This design comes from an exercise in tuning for a short achievable clock period and few clock cycles per item on the open sky130 flow, not from production work.
The RTL was checked by simulation tests, not by an equivalence proof against the original design.
Power and IR drop assume default switching activity.

==> 08-02 <==
Design core_top, start of the top module:
module core_top (
    input  logic                       clk,
    input  logic                       rst,
    input  logic                       run,
    input  logic                       imem_we,
    input  logic [rv_pkg::imem_aw-1:0] imem_addr,
    input  logic [31:0]                imem_wdata,
    output logic                       retire_valid,
    output logic [rv_pkg::xlen-1:0]    retire_pc,
    output logic [4:0]                 retire_rd,
    output logic [rv_pkg::xlen-1:0]    retire_data,
    output logic                       retire_we
);
Settings: LEC_CHECK=0, CAP_MARGIN=40, CELL_PAD_IN_SITES_DETAIL_PLACEMENT=1, CELL_PAD_IN_SITES_GLOBAL_PLACEMENT=1, CORE_MARGIN=2, CORE_UTILIZATION=30, PLACE_DENSITY=0.5, SLEW_MARGIN=40, SYNTH_HIERARCHICAL=1, SYNTH_MINIMUM_KEEP_SIZE=0; clock period 11.0 ns.
standard.sh (not shown) runs the stock make flow with config.mk's settings and CLKGATE_MAP_FILE= SYNTH_SCRIPT=/design/flow/synth_recipe.tcl, a recipe that flattens the netlist after the stock synthesis.
==> flow/flow/run.sh <==
#!/bin/bash
# Own layout flow: the standard synthesis unchanged, then the standard
# place and route with a tighter setup repair target (SETUP_SLACK_MARGIN, in ns,
# read from flow/margin.txt), so repair_timing keeps improving paths that already meet 11 ns.
# The SDC and every other setting are the standard flow's.  Each step's log goes to
# flow_<step>.log here; ORFS's own per-stage logs stay under orfs/logs/.
set -euo pipefail
MARGIN=$(cat flow/margin.txt)
bash standard.sh synth > flow_synth.log 2>&1
bash standard.sh SETUP_SLACK_MARGIN="$MARGIN" finish > flow_finish.log 2>&1
==> flow/flow/margin.txt <==
7.5
==> 06-05: changes against 08-02 <==
==> flow/flow/margin.txt (replaced) <==
7
==> 02-01: changes against 08-02 <==
--- a/flow/design.v
+++ b/flow/design.v
@@ -75,13 +75,13 @@
     always_comb begin
         for (int i = 0; i < 16; i++) begin
             im[i*37 +: 37] = imem[i];
         end
         rf[31:0] = '0;
         for (int i = 1; i < 32; i++) begin
-            rf[i*32 +: 32] = xreg[i];
+            rf[i*32 +: 32] = (wb_rd == 5'(i)) ? wb_data : xreg[i];
         end
     end
     logic [6:0]  op;
     logic [2:0]  f3;
     logic [4:0]  rd;
     logic        is_r, is_i, is_l, is_s, is_lui, is_auipc, is_jal;
@@ -176,20 +176,18 @@
     logic [36:0] s_ws, s_wt;
     logic        s_fa, s_fb, s_fc;
     logic [31:0] t_a, t_b, t_c, t_p4, t_pt;
     logic [36:0] t_ws, t_wt;
     logic        t_fa, t_fb, t_fc;
     next_cand u_s (
-        .w (ns_w), .p (pc_s), .rf (rf), .wb_rd (wb_rd), .wb_data (wb_data), .im (im),
-        .rd_cur (rd), .wr_cur (wr),
+        .w (ns_w), .p (pc_s), .rf (rf), .im (im), .rd_cur (rd), .wr_cur (wr),
         .a (s_a), .b (s_b), .c (s_c), .fa (s_fa), .fb (s_fb), .fc (s_fc),
         .p4 (s_p4), .pt (s_pt), .ws (s_ws), .wt (s_wt)
     );
     next_cand u_t (
-        .w (nt_w), .p (pc_t), .rf (rf), .wb_rd (wb_rd), .wb_data (wb_data), .im (im),
-        .rd_cur (rd), .wr_cur (wr),
+        .w (nt_w), .p (pc_t), .rf (rf), .im (im), .rd_cur (rd), .wr_cur (wr),
         .a (t_a), .b (t_b), .c (t_c), .fa (t_fa), .fb (t_fb), .fc (t_fc),
         .p4 (t_p4), .pt (t_pt), .ws (t_ws), .wt (t_wt)
     );
     logic [36:0] w0;
     logic [31:0] r_off, r_imm;
     assign w0 = im[36:0];
@@ -271,14 +269,12 @@
     end
 endmodule
 module next_cand (
     input  logic [36:0]   w,         
     input  logic [31:0]   p,
     input  logic [1023:0] rf,
-    input  logic [4:0]    wb_rd,     
-    input  logic [31:0]   wb_data,
     input  logic [591:0]  im,
     input  logic [4:0]    rd_cur,
     input  logic          wr_cur,
     output logic [31:0]   a,
     output logic [31:0]   b,
     output logic [31:0]   c,
@@ -297,14 +293,14 @@
     assign rs1      = w[19:15];
     assign rs2      = w[24:20];
     assign is_r     = w[32];
     assign is_s     = (w[6:0] == 7'b0100011);
     assign is_lui   = w[33];
     assign is_auipc = w[34];
-    assign r1 = (wb_rd != 5'd0 && rs1 == wb_rd) ? wb_data : rf[{rs1, 5'b0} +: 32];
-    assign r2 = (wb_rd != 5'd0 && rs2 == wb_rd) ? wb_data : rf[{rs2, 5'b0} +: 32];
+    assign r1 = rf[{rs1, 5'b0} +: 32];
+    assign r2 = rf[{rs2, 5'b0} +: 32];
     always_comb begin
         if (is_s)                    imm = {{20{w[31]}}, w[31:25], w[11:7]};
         else if (is_lui || is_auipc) imm = {w[31:12], 12'b0};
         else                         imm = {{20{w[31]}}, w[31:20]};
         if (w[35])                   off = {{12{w[31]}}, w[19:12], w[20], w[30:21], 1'b0};
         else                         off = {{20{w[31]}}, w[7], w[30:25], w[11:8], 1'b0};
==> flow/run.sh (new file) <==
#!/bin/bash
# synth_recipe.tcl (not shown) runs the flow's synth.tcl, then flattens the netlist and writes it again
# the make line also repeats each setting of config.mk as NAME=value (left out here)
make -C /OpenROAD-flow-scripts/flow DESIGN_CONFIG=/design/flow/config.mk WORK_HOME=/design/flow/orfs CLKGATE_MAP_FILE= SYNTH_SCRIPT=/design/flow/synth_recipe.tcl finish
Settings changed: SETUP_SLACK_MARGIN from default to 5.
removed: flow/flow/run.sh
removed: flow/flow/margin.txt
removed: flow/standard.sh
==> notes <==
In sequential power, 02-01 and 06-05 hardly differ.
Of 08-02 and 02-01, 08-02 has the higher combinational power (gap about 44%, measured against 02-01).
In 06-05 the final cell count is higher than in 02-01, by 3.3%.
Clock power is about the same in 08-02 and 06-05.
Between 02-01 and 06-05, the lower area after synthesis is in 06-05 (gap 2.6%, measured against 06-05).
In 08-02 the non-clock buffer count is higher than in 06-05, by 390.
Testbench counts of 08-02, summed over its fixed seeds: cycles 18,250, instrs 13,124.
Testbench counts of 06-05, summed over its fixed seeds: cycles 18,250, instrs 13,124.
Testbench counts of 02-01, summed over its fixed seeds: cycles 18,250, instrs 13,124.

## afterwards: timing with drivers on the ports
The flow's constraints put no driver on any port. The routed layouts listed below were extracted and timed again, unchanged, in two steps.
Step 1 sets driving cells, clkbuf_16 on the clock port and buf_2 on the other inputs (assumed; they add their load-dependent delay and slew).
Step 2 moves the port delays by t, midway between the first and last clock arrival at a register: inputs arrive t later, outputs are due t later. That takes back most of the time a late clock gives input paths.
Slacks: ideal / step 1 / step 2; pairs: ideal / step 1.
run	t (ns)	setup slack, ns	worst data-port slew with drivers (ns)	cell pins on the clock port's net
08-02	1.110	6.900 / 6.900 / 6.414	0.25	1
06-05	1.108	6.802 / 6.690 / 5.581	0.58	1
02-01	1.077	4.899 / 4.899 / 4.899	0.22	1
After both steps every run listed still meets setup and hold. For 06-05, which loses most, drivers alone change the setup slack by -0.112 ns; drivers and shift together by -1.221 ns.
